This design comes from an exercise in tuning for small area on the open sky130 flow, not from production work.
Function was checked by simulation only, so behaviour that the tests miss may differ from the original.

==> flow/design.v (outline; a module is shown in full before it is edited, if it fits) <==
// module osc_phase_multi: 2186 lines
// module osc_fa: 4 lines
// module osc_ha: 4 lines
// module osc_xor2: 3 lines
// module osc_xnor2: 3 lines
// module osc_a21oi: 3 lines
// module osc_o21ai: 3 lines
// module osc_nand2: 3 lines
// module osc_nor2: 3 lines
// module osc_or2: 3 lines
// module osc_and2: 3 lines
module osc_phase_multi #(
  parameter int ACC_W = 24,
  parameter int OUT_W = 16
) (
  input  logic             clk,
  input  logic             rst_n,
  input  logic             sample_en,
  input  logic [ACC_W-1:0] inc_in,
  input  logic             inc_load,
  input  logic             sync,
  input  logic [OUT_W-1:0] duty,
  input  logic [OUT_W-1:0] amp,
  output logic             inc_pending,
  output logic [OUT_W-1:0] saw,
  output logic [OUT_W-1:0] tri_o,
  output logic [OUT_W-1:0] sqr,
  output logic             out_valid,
  output logic             wrap
);
  // ...
==> flow/run.sh <==
#!/bin/bash
# synth_recipe.tcl (not shown) runs the flow's synth.tcl, then flattens the netlist and writes it again
# the make line also repeats each setting of config.mk as NAME=value (left out here)
make -C /OpenROAD-flow-scripts/flow DESIGN_CONFIG=/design/flow/config.mk WORK_HOME=/design/flow/orfs CLKGATE_MAP_FILE= SYNTH_SCRIPT=/design/flow/synth_recipe.tcl finish
==> flow/config.mk <==
export PLATFORM = sky130hd
export DESIGN_NAME = osc_phase_multi
export DESIGN_NICKNAME = osc_phase_multi
export VERILOG_FILES = /design/flow/design.v
export SDC_FILE = /design/flow/constraint.sdc
export NUM_CORES = 4
export LEC_CHECK = 0
export CAP_MARGIN = 20
export CORE_MARGIN = 2
export CORE_UTILIZATION = 40
export SLEW_MARGIN = 20
export SYNTH_HIERARCHICAL = 1
export SYNTH_MINIMUM_KEEP_SIZE = 0
==> flow/constraint.sdc <==
create_clock -name core_clock -period 8.0 [get_ports {clk}]
set_input_delay 1.6000 -clock core_clock [delete_from_list [all_inputs] [get_ports {clk}]]
set_output_delay 1.6000 -clock core_clock [all_outputs]
set_load 0.01 [all_outputs]
==> reports/metrics.csv, run 1 <==
metric;value;unit
grt_pass1_wl;52.0;mm
synthAdderAreaFrac;31.6;%
clk_latency;0.45;ns
seqCellArea;2990;µm²
wl_met2;14.7;mm
drt_iter0_markers;438;
die_h;185;µm
cts_tree;yes;
postSynthCellCount;1307;
ys_top_cells_by_area;fa_1, dfrtp_1, nand2_1;
met1_length;13.9;mm
highest_layer;met5;
synth_top_family_by_area;adder cells;
drv_slew;0;
hold_end;valid_q;
sh_seq_area;19.5;%
tightest_slew;1.06;ns
crit_end;inc_act_q[4];
n_clock_buffer;19;
slowest_delay;0.55;ns
synth_compound_gate_area_share;6.30;%
ys_async_sr_fraction;59.2;%
numCtsBuffers;17;
cp.arrival;7.48;ns
core_region_area;32500;µm²
port_buffers;111;
final_core_util;47.2;%
status;finished clean;
final_area;15300;µm²
min_period;7.16;ns
use_met3;5.27;%
hold_path_depth;0;
==> run 2, diff against run 1 <==
--- a/flow/design.v
+++ b/flow/design.v
@@ -2171,17 +2171,22 @@
     sq2_q   <= sq_q;
   end
   logic [15:0] tri_s, saw_s, v;
   logic [14:0] ys_n;
   logic        d, anz;
   assign ys_n = a2_q[15:1] & {15{~p15_q}};
   assign anz  = (a2_q != 16'd0);
   assign d    = anz & (~a2_q[0] | a2_q[15]);
-  assign v    = {1'b0, a2_q[15:1]} - {15'd0, d};
+  logic [15:0] vb;
+  always_comb begin
+    vb[0] = d;
+    for (int k = 1; k < 16; k++) vb[k] = vb[k-1] & ~((k < 16) ? a2_q[k] : 1'b0);
+  end
+  assign v = {1'b0, a2_q[15:1]} ^ vb;
   assign inc_pending = pending_q;
   assign saw         = saw_s;
   assign tri_o       = tri_s ^ {16{p15_q}};
   assign sqr         = sq2_q ? v : (anz ? ~v : 16'd0);
   assign out_valid   = valid_q;
   assign wrap        = wrap_q;
 endmodule
 module osc_fa (input logic a, input logic b, input logic ci, output logic s, output logic co);
==> flow/flow/run.sh (new file) <==
#!/bin/bash
set -euo pipefail
export BUFFER_PORTS_ARGS="-buffer_cell sky130_fd_sc_hd__buf_1"
export CTS_ARGS="-sink_clustering_enable -repair_clock_nets -dont_use_dummy_load -buf_list sky130_fd_sc_hd__clkbuf_8 -root_buf sky130_fd_sc_hd__clkbuf_8"
bash standard.sh > flow.log 2>&1
==> flow/standard.sh (new file) <==
#!/bin/bash
# synth_recipe.tcl (not shown) runs the flow's synth.tcl, then flattens the netlist and writes it again
# the make line also repeats each setting of config.mk as NAME=value (left out here)
make -C /OpenROAD-flow-scripts/flow DESIGN_CONFIG=/design/flow/config.mk WORK_HOME=/design/flow/orfs CLKGATE_MAP_FILE= SYNTH_SCRIPT=/design/flow/synth_recipe.tcl "${@:-finish}"
removed: flow/run.sh
==> reports/metrics.csv, run 2 <==
metric;value;unit;change
avgSynthCellArea;10.1;µm²;about the same
syn_nets;1585;;was 1,582
highest_layer;met4;;was met5
rrSetupSlack;1.49;ns;was 1.39 ns
pin_count;112;;unchanged
post_cts_buffers;0;;unchanged
wl_per_cell;17.0;µm;was 16.8 µm
antenna_left;0;;unchanged
cts_tree;yes;;unchanged
postCtsHoldBufs;0;;unchanged
gp_congestion;0.817;;about the same
yosysMostFrequentCell;nand2_1;;unchanged
critPathRequiredTime;8.34;ns;was 8.32 ns
met1_length;14.1;mm;was 13.9 mm
hpwl;23.4;mm;was 23.1 mm
synth.top_cell.area_share;30.0;%;was 29.8%
ys_warn_count;7;;unchanged
vias;9463;;was 9,454
r2r-start;amp_q[9];;was phase_q[8]
n_fill_cell;3197;;was 3,044
dpl_worst_slack;0.623;ns;was 0.346 ns
layout_common_cells;nand2_1, fa_1, buf_1;;was nand2_1, fa_1, clkdlybuf4s50_1
grt_max_degree;78;;unchanged
clk_pin_slew;0.07;ns;was 0.06 ns
initial_core_util;40.4;%;was 40.6%
grt_pass1_vias;10100;;about the same
final_common_cell;nand2_1;;unchanged
port_buffers;111;;unchanged
fin_nets;1700;;was 1,695
tightest_slew;1.03;ns;was 1.06 ns
drt_iter0_markers;471;;was 438
max_freq;0.148;GHz;was 0.140 GHz
min_period;6.77;ns;was 7.16 ns
hold_violations;0;;unchanged
tns;0;ns;unchanged
route.met3.wl;1.80;mm;was 2.20 mm
setup_ws;1.23;ns;was 0.839 ns
dieArea;34100;µm²;was 34,400 µm²
drv_slew;0;;unchanged
grt_setup_unrepaired;no;;unchanged
synth-main-ff-cell;dfrtp_1;;unchanged
cts-root-buf;clkbuf_8;;was clkbuf_16
via_per_inst;5.11;;was 5.04
postSynthCellCount;1298;;was 1,307
synth-seq-area-share;22.9;%;was 22.7%
ys_seq_elements;130;;unchanged
crit_top_cell;a21oi_2;;unchanged
synthDistinctLibCells;36;;was 40
numCtsBuffers;17;;unchanged
cts.path.max_buffers;2;;unchanged
ys_top_cells_by_area;fa_1, dfrtp_1, nand2_1;;unchanged
syn_area;13100;µm²;was 13,200 µm²
cap_violations;0;;unchanged
die_w;185;µm;about the same
worstSetupPathType;in2reg;;unchanged
wl_met2;15.0;mm;was 14.7 mm
drive_above_1_share;11.5;%;was 12.2%
grt_pass1_wl;52.4;mm;was 52.0 mm
setup_viol;0;;unchanged
cp.arrival;7.10;ns;was 7.48 ns
num_rows;66;;unchanged
cts.repair.resized;0;;unchanged
yosysTopAreaCell;fa_1;;unchanged
fin_worst_skew;0.0331;ns;was 0.0170 ns
clk_latency;0.46;ns;was 0.45 ns
synth-edff-count;0;;unchanged
globalRouteOverflowTotal;0;;unchanged
firstDrtPassIters;5;;unchanged
synthTopCellsByCount;nand2_1, fa_1, xnor2_1;;was nand2_1, fa_1, xor2_1
wl;31.5;mm;about the same
path_max_fanout;25;;unchanged
die_h;185;µm;about the same
start_kind;input port;;unchanged
hold_path.startpoint;v1_q;;unchanged
core_region_area;32400;µm²;was 32,500 µm²
diodes;0;;unchanged
relSlewSlack;30.9;%;was 29.3%
status;finished clean;;unchanged
reg_top3;inc_act_q: 24 flops, inc_shd_q: 24 flops, phase_q: 24 flops;;unchanged
ys_async_sr_fraction;59.2;%;unchanged
h-tree-depth;4;;unchanged
end_kind;flop;;unchanged
area_growth;8.78;%;was 16.4%
route.detailed.drc;0;;unchanged
slowest_delay;0.41;ns;was 0.55 ns
grt.total_usage;19.8;%;was 19.6%
cp_slowest_cell;mux2_2;;was clkdlybuf4s50_1
min_path_type;reg2reg;;unchanged
cts.sinks;130;;unchanged
finalCritPeriodShare;84.6;%;was 89.5%
startpoint;sample_en;;unchanged
antenna_found_initial;0;;was 1
run 2: cell count changes in the layout (fill, tap and decap cells not counted), sizes merged, moves of 4 or more:
cell / change
buf: +111
clkdlybuf4s50: -109
nor2b: -15
ha: +12
xor2: -9
nor2: +8
inv: +7
nand3: -5
clkinv: -4
run 2: worst paths after layout:
path                           endpoint  cells after the start
setup / recovery           inc_act_q[5]                     30
max in group asynchronous   phase_q[19]                      2
setup reg to reg             wh_n_q[15]                     19
hold reg to reg                 valid_q                      0
min in group asynchronous     pending_q                      2
hold / removal                  valid_q                      0
run 2: logic make-up after synthesis:
family	count (synthesis)	share of synthesized area (%)
adders and majority gates	227	33.0
muxes	62	5.34
AOI/OAI and AO/OA	120	6.44
xor gates and xnor gates	195	13.1
and+or+nand+nor	507	17.1
buffers and inverters	57	2.21
DFF	130	22.9
run 2: modules after synthesis (local to each module, per instance):
module / cells inside / times used
osc_phase_multi: 409 / 1
osc_and2: 1 / 19
osc_a21oi: 1 / 58
osc_xor2: 1 / 74
osc_nand2: 1 / 281
osc_xnor2: 1 / 93
osc_ha: 1 / 12
osc_or2: 1 / 57
osc_fa: 1 / 196
osc_o21ai: 1 / 52
osc_nor2: 1 / 47
run 2: final cells by class:
type                    instances  area (µm²)  share of cell area (%)
flip-flops and latches        130        2990                    21.0
well taps                     442         553                    3.89
clock buffers                  17         234                    1.65
multi-input cells            1111        9800                    68.9
inverters                      25        93.8                   0.660
repair buffers                128         548                    3.85
run 2: through the flow:
stage | instances | hold slack, ns | cell area [µm²] | utilization, %
2_1_floorplan | 1298 | 0.310 | 13100 | -
3_3_place_gp | 1836 | 0.348 | 14000 | 43.2
3_5_place_dp | 1836 | 0.336 | 14000 | 43.2
4_1_cts | 1853 | 0.348 | 14200 | 43.9
5_1_grt | 1853 | 0.371 | 14200 | 43.9
6_report | 1853 | 0.347 | 14200 | 43.9
run 2: critical path, delay by kind of cell:
family	cells	cell delay, ns
compound gates	25	4.44
fa+ha+maj	1	0.32
buf+inv	2	0.15
mux	1	0.41
simple gates	1	0.17
run 2: routing by layer:
layer  track usage (%)  vias up
met2              32.9      302
met4              6.73        0
met1              26.2     4734
met5                 0        -
li1                  -     4372
met3              3.30       55
==> run 3, diff against run 2 <==
==> flow/flow/run.sh (replaced) <==
#!/bin/bash
set -euo pipefail
export BUFFER_PORTS_ARGS="-buffer_cell sky130_fd_sc_hd__buf_1"
export CTS_ARGS="-sink_clustering_enable -repair_clock_nets -dont_use_dummy_load -buf_list sky130_fd_sc_hd__clkbuf_8 -root_buf sky130_fd_sc_hd__clkbuf_8 -sink_clustering_size 32"
R=orfs/results/sky130hd/osc_phase_multi/base
bash standard.sh synth > synth.log 2>&1
DS_ODB=$R/1_synth.odb openroad -no_init -exit flow/downsize.tcl > downsize.log 2>&1
bash standard.sh > flow.log 2>&1
==> flow/flow/downsize.tcl (new file) <==
# Swap every combinational cell to the smallest-area cell of the same
# function family (same name up to the drive-strength suffix, same pins);
# the flow's later repair steps size cells up again where timing needs it.
set db [ord::get_db]
read_db $::env(DS_ODB)

set masters [dict create]
foreach lib [$db getLibs] { foreach m [$lib getMasters] {
  set n [$m getName]
  if {[regexp {^(sky130_fd_sc_hd__[a-z0-9]+)_([0-9]+)$} $n -> base sz]} {
    set area [expr {[$m getWidth] * [$m getHeight]}]
    # smallest area; among equal areas the strongest drive
    if {![dict exists $masters $base]} {
      dict set masters $base [list $m $area $sz]
    } else {
      lassign [dict get $masters $base] bm ba bs
      if {$area < $ba || ($area == $ba && $sz > $bs)} {
        dict set masters $base [list $m $area $sz]
      }
    }
  }
} }
set dont_use [expr {[info exists ::env(DONT_USE_CELLS)] ? [split $::env(DONT_USE_CELLS)] : {}}]
set n 0
set sw [dict create]
foreach inst [[[$db getChip] getBlock] getInsts] {
  set m [$inst getMaster]
  set name [$m getName]
  if {![regexp {^(sky130_fd_sc_hd__[a-z0-9]+)_([0-9]+)$} $name -> base sz]} continue
  if {[regexp {^sky130_fd_sc_hd__(df|sdf|edf|dl|clk|conb|tap|fill|decap)} $name]} continue
  if {![dict exists $masters $base]} continue
  set best [lindex [dict get $masters $base] 0]
  if {$best eq $m} continue
  if {[lsearch -exact $dont_use [$best getName]] >= 0} continue
  if {[$inst swapMaster $best]} { incr n; dict incr sw "$name->[$best getName]" }
}
puts "downsize: swapped $n instances: $sw"
write_db $::env(DS_ODB)
==> reports/metrics.csv, run 3 <==
metric;value;unit;change
final_area;13900;µm²;was 14,200 µm²
status;finished clean;;unchanged
route.detailed.drc;0;;unchanged
tns;0;ns;unchanged
globalRouteOverflowTotal;0;;unchanged
postCtsHoldBufs;0;;unchanged
num_rows;65;;was 66
min_period;7.12;ns;was 6.77 ns
antenna_left;0;;unchanged
layout_common_cells;nand2_1, fa_1, buf_1;;unchanged
reg_top3;inc_act_q: 24 flops, inc_shd_q: 24 flops, phase_q: 24 flops;;unchanged
grt_pass1_vias;9706;;was 10,100
cap_violations;0;;unchanged
pin_count;112;;unchanged
fin_worst_skew;0.0384;ns;was 0.0331 ns
grt_setup_unrepaired;no;;unchanged
fin_nets;1697;;was 1,700
rrSetupSlack;1.37;ns;was 1.49 ns
syn_nets;1585;;unchanged
setup_viol;0;;unchanged
slowest_delay;0.41;ns;about the same
firstDrtPassIters;5;;unchanged
start_kind;input port;;unchanged
cts-root-buf;clkbuf_8;;unchanged
gp_congestion;0.819;;was 0.817
final_common_cell;nand2_1;;unchanged
grt.total_usage;19.4;%;was 19.8%
avgSynthCellArea;9.84;µm²;was 10.1 µm²
hpwl;22.9;mm;was 23.4 mm
cts.path.max_buffers;2;;unchanged
hold_violations;0;;unchanged
ys_warn_count;7;;unchanged
end_kind;flop;;unchanged
max_freq;0.140;GHz;was 0.148 GHz
core_region_area;31500;µm²;was 32,400 µm²
clk_latency;0.46;ns;about the same
path_max_fanout;26;;was 25
h-tree-depth;4;;unchanged
port_buffers;111;;unchanged
vias;9307;;was 9,463
die_w;183;µm;was 185 µm
cp.arrival;7.44;ns;was 7.10 ns
via_per_inst;5.14;;was 5.11
post_cts_buffers;0;;unchanged
cp_slowest_cell;o21ai_1;;was mux2_2
wl;30.9;mm;was 31.5 mm
cts_tree;yes;;unchanged
cts.sinks;130;;unchanged
dieArea;33400;µm²;was 34,100 µm²
antenna_found_initial;0;;unchanged
cts.repair.resized;0;;unchanged
worstSetupPathType;in2reg;;unchanged
finalCritPeriodShare;89.0;%;was 84.6%
postSynthCellCount;1298;;unchanged
numCtsBuffers;17;;unchanged
relSlewSlack;36.1;%;was 30.9%
wl_per_cell;17.1;µm;was 17.0 µm
drt_iter0_markers;553;;was 471
place_area;13700;µm²;was 14,000 µm²
critPathRequiredTime;8.32;ns;was 8.34 ns
tightest_slew;0.957;ns;was 1.03 ns
area_growth;9.04;%;was 8.78%
initial_core_util;40.6;%;was 40.4%
drive_above_1_share;12.6;%;was 11.5%
die_h;183;µm;was 185 µm
diodes;0;;unchanged
grt_pass1_wl;50.7;mm;was 52.4 mm
grt_max_degree;78;;unchanged
clk_pin_slew;0.06;ns;was 0.07 ns
drv_slew;0;;unchanged
min_path_type;reg2reg;;unchanged
syn_area;12800;µm²;was 13,100 µm²
## run 3: worst paths after layout
| kind | start | end | cells past startpoint |
|---|---|---|---|
| hold reg to reg | v1_q | valid_q | 0 |
| max in group asynchronous | rst_n | phase_q[6] | 1 |
| setup / recovery | sample_en | inc_act_q[3] | 31 |
| setup reg to reg | amp_q[3] | wh_n_q[9] | 24 |
| min in group asynchronous | rst_n | pending_q | 1 |
| hold / removal | v1_q | valid_q | 0 |
## run 3: through the flow
step / hold slack [ns] / instances / setup WS (ns) / utilization (%)
3_3_place_gp: 0.337 / 1793 / 0.512 / 43.5
5_1_grt: 0.384 / 1810 / 0.209 / 44.2
4_1_cts: 0.370 / 1810 / 0.827 / 44.2
6_report: 0.367 / 1810 / 0.878 / 44.2
2_1_floorplan: 0.310 / 1298 / 1.11 / -
3_5_place_dp: 0.357 / 1793 / 0.367 / 43.5
## run 3: area by class of cell
type | count | area [µm²]
fill | 2989 | 17600
multi-input combinational | 1111 | 9580
sequential | 130 | 2990
timing repair buffer | 125 | 526
tap | 402 | 503
clock buffer | 17 | 234
inverter | 25 | 93.8
## run 3: per-layer routing
metal  wire length (µm)  global-route usage, %  vias up  part of all wire (%)
li1                   -                      -     4359                     -
met1              13900                   26.5     4602                    45
met2              14600                   32.0      315                    47
met3               1940                   3.31       31                   6.3
met4                449                   5.65        0                   1.5
met5                  0                      0        -                     0
## run 3: critical path: cells and delay by family
kind                   cells  cell delay [ns]
AO/OA/AOI/OAI             25             4.81
buffers and inverters      3             0.33
AND/OR/NAND/NOR            2             0.33
multiplexers               1             0.36
==> run 4, diff against run 3 <==
==> flow/flow/run.sh (replaced) <==
#!/bin/bash
set -euo pipefail
export BUFFER_PORTS_ARGS="-buffer_cell sky130_fd_sc_hd__buf_1"
export CTS_ARGS="-sink_clustering_enable -repair_clock_nets -dont_use_dummy_load -buf_list sky130_fd_sc_hd__clkbuf_8 -root_buf sky130_fd_sc_hd__clkbuf_8 -sink_clustering_size 20"
R=orfs/results/sky130hd/osc_phase_multi/base
bash standard.sh synth > synth.log 2>&1
DS_ODB=$R/1_synth.odb openroad -no_init -exit flow/downsize.tcl > downsize.log 2>&1
bash standard.sh > flow.log 2>&1
==> reports/metrics.csv, run 4 <==
metric;value;unit;change
n_fill_cell;2989;;unchanged
reg_top3;inc_act_q: 24 flops, inc_shd_q: 24 flops, phase_q: 24 flops;;unchanged
drt_iter0_markers;553;;unchanged
initial_core_util;40.6;%;unchanged
wl;30.9;mm;unchanged
num_rows;65;;unchanged
cts.path.max_buffers;2;;unchanged
vias;9307;;unchanged
tns;0;ns;unchanged
seqCellArea;2990;µm²;unchanged
hold_violations;0;;unchanged
end_kind;flop;;unchanged
drive_above_1_share;12.6;%;unchanged
start_kind;input port;;unchanged
syn_area;12800;µm²;unchanged
critPathRequiredTime;8.32;ns;about the same
cts.sinks;130;;unchanged
syn_nets;1585;;unchanged
tightest_slew;0.957;ns;unchanged
grt.total_usage;19.4;%;unchanged
postCtsHoldBufs;0;;unchanged
multi_input_area;9580;µm²;unchanged
gp_congestion;0.819;;unchanged
status;finished clean;;unchanged
wl_per_cell;17.1;µm;unchanged
via_per_inst;5.14;;unchanged
post_cts_buffers;0;;unchanged
h-tree-depth;4;;unchanged
die_h;183;µm;unchanged
final_core_util;44.2;%;unchanged
diodes;0;;unchanged
rrSetupSlack;1.37;ns;about the same
numCtsBuffers;17;;unchanged
grt_pass1_vias;9706;;unchanged
postSynthCellCount;1298;;unchanged
setup_viol;0;;unchanged
dieArea;33400;µm²;unchanged
port_buffers;111;;unchanged
ys_warn_count;7;;unchanged
avgSynthCellArea;9.84;µm²;unchanged
layout_common_cells;nand2_1, fa_1, buf_1;;unchanged
antenna_left;0;;unchanged
core_region_area;31500;µm²;unchanged
max_freq;0.140;GHz;unchanged
clk_latency;0.46;ns;about the same
worst_hold_slack;0.367;ns;unchanged
antenna_found_initial;0;;unchanged
globalRouteOverflowTotal;0;;unchanged
drv_slew;0;;unchanged
relSlewSlack;36.1;%;unchanged
path_max_fanout;26;;unchanged
cp.arrival;7.44;ns;about the same
cp_slowest_cell;o21ai_1;;unchanged
pin_count;112;;unchanged
cts.repair.resized;0;;unchanged
cts-root-buf;clkbuf_8;;unchanged
grt_pass1_wl;50.7;mm;unchanged
fin_worst_skew;0.0384;ns;unchanged
cts_tree;yes;;unchanged
die_w;183;µm;unchanged
fin_nets;1697;;unchanged
grt_max_degree;78;;unchanged
min_period;7.12;ns;unchanged
area_growth;9.04;%;unchanged
grt_setup_unrepaired;no;;unchanged
cap_violations;0;;unchanged
final_common_cell;nand2_1;;unchanged
hpwl;22.9;mm;unchanged
firstDrtPassIters;5;;unchanged
route.detailed.drc;0;;unchanged
finalCritPeriodShare;89.0;%;unchanged
min_path_type;reg2reg;;unchanged
worstSetupPathType;in2reg;;unchanged
clk_pin_slew;0.06;ns;about the same
slowest_delay;0.41;ns;about the same
## run 4: metal layers
metal / up-vias / GRT usage, % / part of all wire [%]
li1: 4359 / - / -
met2: 315 / 32.0 / 47
met3: 31 / 3.31 / 6.3
met5: - / 0 / 0
met4: 0 / 5.65 / 1.5
met1: 4602 / 26.5 / 45
## run 4: worst paths after layout
path                       startpoint           end  cells past startpoint
setup / recovery            sample_en  inc_act_q[3]                     31
hold / removal                   v1_q       valid_q                      0
min in group asynchronous       rst_n     pending_q                      1
setup reg to reg             amp_q[3]     wh_n_q[9]                     24
max in group asynchronous       rst_n    phase_q[6]                      1
hold reg to reg                  v1_q       valid_q                      0
## run 4: cell type report
cell class                      instances  share of cell area (%)
Timing Repair Buffer                  125                    3.77
Tap cell                              402                    3.61
Clock buffer                           17                    1.68
Inverter                               25                   0.674
Sequential cell                       130                    21.5
Multi-Input combinational cell       1111                    68.8
## run 4: critical path, delay by kind of cell
family	cells	cell delay, ns
and+or+nand+nor	2	0.33
buffers and inverters	3	0.33
AOI/OAI and AO/OA	25	4.81
muxes	1	0.36
## run 4: metrics by stage
| step | setup WS (ns) | cells | area (µm²) |
|---|---|---|---|
| 3_5_place_dp | 0.367 | 1793 | 13700 |
| 6_report | 0.878 | 1810 | 13900 |
| 3_3_place_gp | 0.512 | 1793 | 13700 |
| 5_1_grt | 0.209 | 1810 | 13900 |
| 2_1_floorplan | 1.11 | 1298 | 12800 |
| 4_1_cts | 0.827 | 1810 | 13900 |
==> run 5, diff against run 4 <==
==> flow/flow/run.sh (replaced) <==
#!/bin/bash
set -euo pipefail
export BUFFER_PORTS_ARGS="-buffer_cell sky130_fd_sc_hd__buf_1"
export CTS_ARGS="-repair_clock_nets -dont_use_dummy_load -buf_list sky130_fd_sc_hd__clkbuf_8 -root_buf sky130_fd_sc_hd__clkbuf_8"
R=orfs/results/sky130hd/osc_phase_multi/base
bash standard.sh synth > synth.log 2>&1
DS_ODB=$R/1_synth.odb openroad -no_init -exit flow/downsize.tcl > downsize.log 2>&1
bash standard.sh > flow.log 2>&1
==> reports/metrics.csv, run 5 <==
metric;value;unit;change
crit_buf_inv;3;;unchanged
core_region_area;31500;µm²;unchanged
wl_per_cell;17.1;µm;unchanged
cts.repair.resized;0;;unchanged
grt_pass1_vias;9706;;unchanged
reg_top3;inc_act_q: 24 flops, inc_shd_q: 24 flops, phase_q: 24 flops;;unchanged
status;finished clean;;unchanged
syn_area;12800;µm²;unchanged
via_per_inst;5.14;;unchanged
dpl_worst_slack;0.367;ns;unchanged
port_buffers;111;;unchanged
post_cts_buffers;0;;unchanged
cap_violations;0;;unchanged
globalRouteOverflowTotal;0;;unchanged
max_freq;0.140;GHz;unchanged
finalCritPeriodShare;89.0;%;unchanged
grt_pass1_wl;50.7;mm;unchanged
antenna_found_initial;0;;unchanged
worstSetupPathType;in2reg;;unchanged
setup_viol;0;;unchanged
cts.path.max_buffers;2;;unchanged
hpwl;22.9;mm;unchanged
cts-root-buf;clkbuf_8;;unchanged
avgSynthCellArea;9.84;µm²;unchanged
antenna_left;0;;unchanged
cts.sinks;130;;unchanged
tightest_slew;0.957;ns;unchanged
wl;30.9;mm;unchanged
start_kind;input port;;unchanged
layout_common_cells;nand2_1, fa_1, buf_1;;unchanged
cp.arrival;7.44;ns;about the same
diodes;0;;unchanged
critPathRequiredTime;8.32;ns;about the same
die_h;183;µm;unchanged
postSynthCellCount;1298;;unchanged
slowest_delay;0.41;ns;about the same
firstDrtPassIters;5;;unchanged
min_path_type;reg2reg;;unchanged
die_w;183;µm;unchanged
critPathTopFamily;compound AO/OA/AOI/OAI gates;;unchanged
tns;0;ns;unchanged
drive_above_1_share;12.6;%;unchanged
clk_pin_slew;0.06;ns;about the same
gp_congestion;0.819;;unchanged
pin_count;112;;unchanged
syn_nets;1585;;unchanged
grt.total_usage;19.4;%;unchanged
initial_core_util;40.6;%;unchanged
path_max_fanout;26;;unchanged
dieArea;33400;µm²;unchanged
num_rows;65;;unchanged
final_common_cell;nand2_1;;unchanged
ys_warn_count;7;;unchanged
n_fill_cell;2989;;unchanged
postCtsHoldBufs;0;;unchanged
final_core_util;44.2;%;unchanged
vias;9307;;unchanged
h-tree-depth;4;;unchanged
cp_slowest_cell;o21ai_1;;unchanged
cts_tree;yes;;unchanged
clk_latency;0.46;ns;about the same
area_growth;9.04;%;unchanged
drt_iter0_markers;553;;unchanged
route.detailed.drc;0;;unchanged
place_area;13700;µm²;unchanged
setup_ws;0.878;ns;unchanged
drv_slew;0;;unchanged
min_period;7.12;ns;unchanged
grt_setup_unrepaired;no;;unchanged
relSlewSlack;36.1;%;unchanged
grt_max_degree;78;;unchanged
numCtsBuffers;17;;unchanged
fin_nets;1697;;unchanged
end_kind;flop;;unchanged
hold_violations;0;;unchanged
final_area;13900;µm²;unchanged
fin_worst_skew;0.0384;ns;unchanged
==> run 5: cell type report <==
| class | instances | area [µm²] | area share [%] |
|---|---|---|---|
| tap | 402 | 503 | 3.61 |
| inverter | 25 | 93.8 | 0.674 |
| timing repair buffer | 125 | 526 | 3.77 |
| clock buffer | 17 | 234 | 1.68 |
| sequential | 130 | 2990 | 21.5 |
| multi-input combinational | 1111 | 9580 | 68.8 |
==> run 5: per-stage QoR <==
step / hold WS (ns) / instances
after global routing: 0.384 / 1810
after detailed placement: 0.357 / 1793
after CTS: 0.370 / 1810
final: 0.367 / 1810
after global placement: 0.337 / 1793
after floorplan: 0.310 / 1298
==> run 5: per-layer routing <==
| metal | global-route usage (%) | share of wire (%) | vias up | wire (µm) |
|---|---|---|---|---|
| met5 | 0 | 0 | - | 0 |
| met4 | 5.65 | 1.5 | 0 | 449 |
| met3 | 3.31 | 6.3 | 31 | 1940 |
| met2 | 32.0 | 47 | 315 | 14600 |
| met1 | 26.5 | 45 | 4602 | 13900 |
| li1 | - | - | 4359 | - |
==> run 5: worst paths after layout <==
| path | startpoint | to | slack [ns] | cells after the start |
|---|---|---|---|---|
| hold / removal | v1_q | valid_q | 0.37 | 0 |
| setup / recovery | sample_en | inc_act_q[3] | 0.88 | 31 |
| min in group asynchronous | rst_n | pending_q | 1.27 | 1 |
| max in group asynchronous | rst_n | phase_q[6] | 6.06 | 1 |
| setup reg to reg | amp_q[3] | wh_n_q[9] | 1.37 | 24 |
| hold reg to reg | v1_q | valid_q | 0.37 | 0 |
==> run 6, diff against run 5 <==
==> flow/flow/run.sh (replaced) <==
#!/bin/bash
set -euo pipefail
export BUFFER_PORTS_ARGS="-buffer_cell sky130_fd_sc_hd__buf_1"
export CTS_ARGS="-sink_clustering_enable -repair_clock_nets -dont_use_dummy_load -buf_list sky130_fd_sc_hd__clkbuf_8 -root_buf sky130_fd_sc_hd__clkbuf_8 -sink_clustering_size 30 -sink_clustering_max_diameter 150"
R=orfs/results/sky130hd/osc_phase_multi/base
bash standard.sh synth > synth.log 2>&1
DS_ODB=$R/1_synth.odb openroad -no_init -exit flow/downsize.tcl > downsize.log 2>&1
bash standard.sh > flow.log 2>&1
==> reports/metrics.csv, run 6 <==
metric;value;unit;change
grt_pass1_wl;50.7;mm;unchanged
cp.arrival;7.44;ns;about the same
drt_iter0_markers;553;;unchanged
slowest_delay;0.41;ns;about the same
cts_tree;yes;;unchanged
tightest_slew;0.957;ns;unchanged
dpl_worst_slack;0.367;ns;unchanged
gp_congestion;0.819;;unchanged
layout_common_cells;nand2_1, fa_1, buf_1;;unchanged
min_period;7.12;ns;unchanged
reg_top3;inc_act_q: 24 flops, inc_shd_q: 24 flops, phase_q: 24 flops;;unchanged
relSlewSlack;36.1;%;unchanged
syn_nets;1585;;unchanged
die_h;183;µm;unchanged
grt_max_degree;78;;unchanged
dieArea;33400;µm²;unchanged
cts.repair.resized;0;;unchanged
via_per_inst;5.14;;unchanged
h-tree-depth;4;;unchanged
min_path_type;reg2reg;;unchanged
wl_per_cell;17.1;µm;unchanged
area_growth;9.04;%;unchanged
multi_input_area;9580;µm²;unchanged
final_core_util;44.2;%;unchanged
initial_core_util;40.6;%;unchanged
wl;30.9;mm;unchanged
start_kind;input port;;unchanged
syn_area;12800;µm²;unchanged
seqCellArea;2990;µm²;unchanged
grt_pass1_vias;9706;;unchanged
cts.sinks;130;;unchanged
grt.total_usage;19.4;%;unchanged
setup_viol;0;;unchanged
hpwl;22.9;mm;unchanged
clk_pin_slew;0.06;ns;about the same
port_buffers;111;;unchanged
die_w;183;µm;unchanged
n_fill_cell;2989;;unchanged
drive_above_1_share;12.6;%;unchanged
diodes;0;;unchanged
fin_nets;1697;;unchanged
antenna_left;0;;unchanged
post_cts_buffers;0;;unchanged
finalCritPeriodShare;89.0;%;unchanged
antenna_found_initial;0;;unchanged
status;finished clean;;unchanged
pin_count;112;;unchanged
num_rows;65;;unchanged
clk_latency;0.46;ns;about the same
grt_setup_unrepaired;no;;unchanged
setup_ws;0.878;ns;unchanged
tns;0;ns;unchanged
vias;9307;;unchanged
firstDrtPassIters;5;;unchanged
critPathRequiredTime;8.32;ns;about the same
cp_slowest_cell;o21ai_1;;unchanged
worstSetupPathType;in2reg;;unchanged
ys_warn_count;7;;unchanged
hold_violations;0;;unchanged
route.detailed.drc;0;;unchanged
core_region_area;31500;µm²;unchanged
postCtsHoldBufs;0;;unchanged
cts-root-buf;clkbuf_8;;unchanged
cts.path.max_buffers;2;;unchanged
postSynthCellCount;1298;;unchanged
numCtsBuffers;17;;unchanged
avgSynthCellArea;9.84;µm²;unchanged
path_max_fanout;26;;unchanged
max_freq;0.140;GHz;unchanged
globalRouteOverflowTotal;0;;unchanged
cap_violations;0;;unchanged
final_common_cell;nand2_1;;unchanged
drv_slew;0;;unchanged
end_kind;flop;;unchanged
fin_worst_skew;0.0384;ns;unchanged
run 6: per-stage QoR:
stage	hold slack [ns]	area, µm²	cells
2_1_floorplan	0.310	12800	1298
3_3_place_gp	0.337	13700	1793
3_5_place_dp	0.357	13700	1793
4_1_cts	0.370	13900	1810
5_1_grt	0.384	13900	1810
6_report	0.367	13900	1810
run 6: final timing paths:
| kind | from | slack [ns] | cells after the start | to |
|---|---|---|---|---|
| worst max-delay path | sample_en | 0.88 | 31 | inc_act_q[3] |
| worst min-delay path | v1_q | 0.37 | 0 | valid_q |
| worst max register to register | amp_q[3] | 1.37 | 24 | wh_n_q[9] |
| worst min register to register | v1_q | 0.37 | 0 | valid_q |
| max in group asynchronous | rst_n | 6.06 | 1 | phase_q[6] |
| min in group asynchronous | rst_n | 1.27 | 1 | pending_q |
run 6: area by class of cell:
class                           instances  share of cell area (%)
Multi-Input combinational cell       1111                    68.8
Clock buffer                           17                    1.68
Timing Repair Buffer                  125                    3.77
Sequential cell                       130                    21.5
Inverter                               25                   0.674
Tap cell                              402                    3.61
run 6: critical path: cells and delay by family:
family	cells	cell delay [ns]
buffers and inverters	3	0.33
AO/OA/AOI/OAI	25	4.81
multiplexers	1	0.36
AND/OR/NAND/NOR	2	0.33
run 6: routing by layer:
layer  GRT usage (%)  part of all wire, %  vias up
met1            26.5                   45     4602
met3            3.31                  6.3       31
met5               0                    0        -
met4            5.65                  1.5        0
met2            32.0                   47      315
li1                -                    -     4359
==> run 7, diff against run 6 <==
==> flow/flow/run.sh (replaced) <==
#!/bin/bash
set -euo pipefail
export BUFFER_PORTS_ARGS="-buffer_cell sky130_fd_sc_hd__buf_1"
export CTS_ARGS="-sink_clustering_enable -repair_clock_nets -dont_use_dummy_load -buf_list sky130_fd_sc_hd__clkbuf_8 -root_buf sky130_fd_sc_hd__clkbuf_8 -sink_clustering_levels 1 -sink_clustering_size 40 -sink_clustering_max_diameter 200"
R=orfs/results/sky130hd/osc_phase_multi/base
bash standard.sh synth > synth.log 2>&1
DS_ODB=$R/1_synth.odb openroad -no_init -exit flow/downsize.tcl > downsize.log 2>&1
bash standard.sh > flow.log 2>&1
==> reports/metrics.csv, run 7 <==
metric;value;unit;change
die_h;183;µm;unchanged
vias;9307;;unchanged
grt.total_usage;19.4;%;unchanged
worstSetupPathType;in2reg;;unchanged
postSynthCellCount;1298;;unchanged
antenna_left;0;;unchanged
critPathTopFamily;compound AO/OA/AOI/OAI gates;;unchanged
relSlewSlack;36.1;%;unchanged
grt_pass1_wl;50.7;mm;unchanged
num_rows;65;;unchanged
clk_pin_slew;0.06;ns;about the same
diodes;0;;unchanged
start_kind;input port;;unchanged
hpwl;22.9;mm;unchanged
cts.path.max_buffers;2;;unchanged
cts_tree;yes;;unchanged
cts-root-buf;clkbuf_8;;unchanged
cts.sinks;130;;unchanged
reg_top3;inc_act_q: 24 flops, inc_shd_q: 24 flops, phase_q: 24 flops;;unchanged
route.met3.wl;1.94;mm;unchanged
n_fill_cell;2989;;unchanged
post_cts_buffers;0;;unchanged
antenna_found_initial;0;;unchanged
die_w;183;µm;unchanged
wl_met2;14.6;mm;unchanged
ys_warn_count;7;;unchanged
pin_count;112;;unchanged
path_max_fanout;26;;unchanged
port_buffers;111;;unchanged
wl_per_cell;17.1;µm;unchanged
critPathRequiredTime;8.32;ns;about the same
drive_above_1_share;12.6;%;unchanged
cp.arrival;7.44;ns;about the same
end_kind;flop;;unchanged
numCtsBuffers;17;;unchanged
final_core_util;44.2;%;unchanged
min_path_type;reg2reg;;unchanged
area_growth;9.04;%;unchanged
met1_length;13.9;mm;unchanged
tightest_slew;0.957;ns;unchanged
syn_area;12800;µm²;unchanged
clk_latency;0.46;ns;about the same
hold_violations;0;;unchanged
layout_common_cells;nand2_1, fa_1, buf_1;;unchanged
crit_buf_inv;3;;unchanged
final_common_cell;nand2_1;;unchanged
setup_viol;0;;unchanged
min_period;7.12;ns;unchanged
cts.repair.resized;0;;unchanged
h-tree-depth;4;;unchanged
fin_worst_skew;0.0384;ns;unchanged
cap_violations;0;;unchanged
fin_nets;1697;;unchanged
firstDrtPassIters;5;;unchanged
finalCritPeriodShare;89.0;%;unchanged
via_per_inst;5.14;;unchanged
drt_iter0_markers;553;;unchanged
wl;30.9;mm;unchanged
cp_slowest_cell;o21ai_1;;unchanged
syn_nets;1585;;unchanged
drv_slew;0;;unchanged
grt_pass1_vias;9706;;unchanged
route.detailed.drc;0;;unchanged
slowest_delay;0.41;ns;about the same
status;finished clean;;unchanged
postCtsHoldBufs;0;;unchanged
core_region_area;31500;µm²;unchanged
avgSynthCellArea;9.84;µm²;unchanged
grt_setup_unrepaired;no;;unchanged
grt_max_degree;78;;unchanged
globalRouteOverflowTotal;0;;unchanged
max_freq;0.140;GHz;unchanged
initial_core_util;40.6;%;unchanged
tns;0;ns;unchanged
highest_layer;met4;;unchanged
gp_congestion;0.819;;unchanged
dieArea;33400;µm²;unchanged
-- run 7: cell type report --
| type | count | area, µm² | share of cell area (%) |
|---|---|---|---|
| Clock buffer | 17 | 234 | 1.68 |
| Inverter | 25 | 93.8 | 0.674 |
| Multi-Input combinational cell | 1111 | 9580 | 68.8 |
| Sequential cell | 130 | 2990 | 21.5 |
| Tap cell | 402 | 503 | 3.61 |
| Timing Repair Buffer | 125 | 526 | 3.77 |
-- run 7: worst paths after layout --
kind | from | end | slack [ns] | cells after the start
max in group asynchronous | rst_n | phase_q[6] | 6.06 | 1
setup / recovery | sample_en | inc_act_q[3] | 0.88 | 31
hold / removal | v1_q | valid_q | 0.37 | 0
setup reg to reg | amp_q[3] | wh_n_q[9] | 1.37 | 24
hold reg to reg | v1_q | valid_q | 0.37 | 0
min in group asynchronous | rst_n | pending_q | 1.27 | 1
-- run 7: stage by stage --
step | hold slack [ns] | instance area (µm²) | instances | setup WS, ns
4_1_cts | 0.370 | 13900 | 1810 | 0.827
2_1_floorplan | 0.310 | 12800 | 1298 | 1.11
6_report | 0.367 | 13900 | 1810 | 0.878
3_3_place_gp | 0.337 | 13700 | 1793 | 0.512
3_5_place_dp | 0.357 | 13700 | 1793 | 0.367
5_1_grt | 0.384 | 13900 | 1810 | 0.209
-- run 7: metal layers --
metal	vias to the layer above	global-route usage (%)
met1	4602	26.5
met5	-	0
met3	31	3.31
met2	315	32.0
li1	4359	-
met4	0	5.65
-- run 7: worst reg2reg max path, stage by stage (launching register included) --
cell and delay, ns:
dfxtp_1 0.92, nand2_1 0.17, fa_1 0.57, fa_1 0.43, fa_1 0.47, xnor2_1 0.25
o21ai_1 0.12, a21oi_1 0.21, o21ai_1 0.14, a21oi_1 0.21, o21ai_1 0.13, a21oi_1 0.22
o21ai_1 0.13, a21oi_1 0.24, o21ai_1 0.15, a21oi_1 0.28, o21ai_1 0.16, a21oi_1 0.23
and3b_1 0.24, and3_1 0.22, and3_1 0.19, ha_1 0.21, or2_2 0.30, ha_1 0.19
xnor2_1 0.12
==> run 8, diff against run 7 <==
==> flow/flow/run.sh (replaced) <==
#!/bin/bash
set -euo pipefail
export BUFFER_PORTS_ARGS="-buffer_cell sky130_fd_sc_hd__buf_1"
export CTS_ARGS="-sink_clustering_enable -repair_clock_nets -dont_use_dummy_load -buf_list sky130_fd_sc_hd__clkbuf_8 -root_buf sky130_fd_sc_hd__clkbuf_8"
R=orfs/results/sky130hd/osc_phase_multi/base
bash standard.sh synth > synth.log 2>&1
DS_ODB=$R/1_synth.odb openroad -no_init -exit flow/downsize.tcl > downsize.log 2>&1
bash standard.sh > flow.log 2>&1
==> reports/metrics.csv, run 8 <==
metric;value;unit;change
status;finished clean;;unchanged
slowest_delay;0.41;ns;about the same
layout_common_cells;nand2_1, fa_1, buf_1;;unchanged
hold_path_depth;0;;unchanged
drv_slew;0;;unchanged
wl;30.9;mm;unchanged
cts_tree;yes;;unchanged
die_h;183;µm;unchanged
numCtsBuffers;17;;unchanged
multi_input_area;9580;µm²;unchanged
rrSetupSlack;1.37;ns;about the same
final_area;13900;µm²;unchanged
pin_count;112;;unchanged
relSlewSlack;36.1;%;unchanged
cts-root-buf;clkbuf_8;;unchanged
dpl_worst_slack;0.367;ns;unchanged
h-tree-depth;4;;unchanged
r2r_cells;24;;unchanged
grt_setup_unrepaired;no;;unchanged
cap_violations;0;;unchanged
antenna_found_initial;0;;unchanged
vias;9307;;unchanged
place_area;13700;µm²;unchanged
setup_ws;0.878;ns;unchanged
cp_slowest_cell;o21ai_1;;unchanged
cts.path.max_buffers;2;;unchanged
postCtsHoldBufs;0;;unchanged
clk_latency;0.46;ns;about the same
final_cells;1810;;unchanged
seqCellArea;2990;µm²;unchanged
firstDrtPassIters;5;;unchanged
diodes;0;;unchanged
n_fill_cell;2989;;unchanged
grt_max_degree;78;;unchanged
post_cts_buffers;0;;unchanged
dieArea;33400;µm²;unchanged
gp_congestion;0.819;;unchanged
fin_nets;1697;;unchanged
initial_core_util;40.6;%;unchanged
met2_usage;32.0;%;unchanged
drt_iter0_markers;553;;unchanged
syn_nets;1585;;unchanged
min_path_type;reg2reg;;unchanged
grt_pass1_wl;50.7;mm;unchanged
finalCritPeriodShare;89.0;%;unchanged
area_growth;9.04;%;unchanged
ys_warn_count;7;;unchanged
final_core_util;44.2;%;unchanged
fin_worst_skew;0.0384;ns;unchanged
globalRouteOverflowTotal;0;;unchanged
tightest_slew;0.957;ns;unchanged
via_per_inst;5.14;;unchanged
route.detailed.drc;0;;unchanged
setup_viol;0;;unchanged
drive_above_1_share;12.6;%;unchanged
placed_cells;1793;;unchanged
port_buffers;111;;unchanged
min_period;7.12;ns;unchanged
end_kind;flop;;unchanged
final_common_cell;nand2_1;;unchanged
hpwl;22.9;mm;unchanged
worstSetupPathType;in2reg;;unchanged
start_kind;input port;;unchanged
grt_pass1_vias;9706;;unchanged
syn_area;12800;µm²;unchanged
postSynthCellCount;1298;;unchanged
antenna_left;0;;unchanged
use_met3;3.31;%;unchanged
critPathRequiredTime;8.32;ns;about the same
avgSynthCellArea;9.84;µm²;unchanged
clk_pin_slew;0.06;ns;about the same
max_freq;0.140;GHz;unchanged
hold_violations;0;;unchanged
met1_usage;26.5;%;unchanged
die_w;183;µm;unchanged
num_rows;65;;unchanged
reg_top3;inc_act_q: 24 flops, inc_shd_q: 24 flops, phase_q: 24 flops;;unchanged
path_max_fanout;26;;unchanged
cts.sinks;130;;unchanged
grt_busiest_layer;met2;;unchanged
cp.arrival;7.44;ns;about the same
cts.repair.resized;0;;unchanged
tns;0;ns;unchanged
grt.total_usage;19.4;%;unchanged
core_region_area;31500;µm²;unchanged
wl_per_cell;17.1;µm;unchanged
## run 8: layout make-up
class                      instances  area share, %
clock buffer                      17           1.68
inverter                          25          0.674
multi-input combinational       1111           68.8
sequential                       130           21.5
tap                              402           3.61
timing repair buffer             125           3.77
## run 8: critical path, delay by kind of cell
kind,cells,cell delay (ns)
multiplexers,1,0.36
AND/OR/NAND/NOR,2,0.33
AO/OA/AOI/OAI,25,4.81
buffers and inverters,3,0.33
## run 8: routing by layer
layer	wire [µm]	up-vias
li1	-	4359
met1	13900	4602
met2	14600	315
met3	1940	31
met4	449	0
met5	0	-
## run 8: stage by stage
step                      hold slack (ns)
after floorplan                     0.310
final                               0.367
after global placement              0.337
after detailed placement            0.357
after global routing                0.384
after CTS                           0.370
## run 8: worst paths after layout
check                          start      endpoint
setup / recovery           sample_en  inc_act_q[3]
hold / removal                  v1_q       valid_q
setup reg to reg            amp_q[3]     wh_n_q[9]
hold reg to reg                 v1_q       valid_q
max in group asynchronous      rst_n    phase_q[6]
min in group asynchronous      rst_n     pending_q

static timing again, ports no longer ideal:
No port has a modelled driver above. Below, the same layouts with a new extraction and two added sets of constraints.
Step 1: set_driving_cell puts a clkbuf_16 on clk and a buf_2 on each other input, an assumption about the parent block.
Step 2 moves the port delays by t, midway between the first and last clock arrival at a register: inputs arrive t later, outputs are due t later. That takes back most of the time a late clock gives input paths.
a / b / c = ideal ports / drivers / drivers and shift; a / b = the first two.
run | t, ns | setup slack, ns | pins driven straight from the clock port
run 1 | 0.486 | 0.839 / 0.852 / 0.366 | 1
run 2 | 0.491 | 1.233 / 1.253 / 0.762 | 1
run 3 | 0.483 | 0.878 / 0.904 / 0.421 | 1
run 4 | 0.483 | 0.878 / 0.904 / 0.421 | 1
run 5 | 0.483 | 0.878 / 0.904 / 0.421 | 1
run 6 | 0.483 | 0.878 / 0.904 / 0.421 | 1
run 7 | 0.483 | 0.878 / 0.904 / 0.421 | 1
run 8 | 0.483 | 0.878 / 0.904 / 0.421 | 1
After both steps every run listed still meets setup and hold. The setup slack of run 1, which loses most, moves by +0.013 ns with the drivers and by -0.473 ns with both steps.
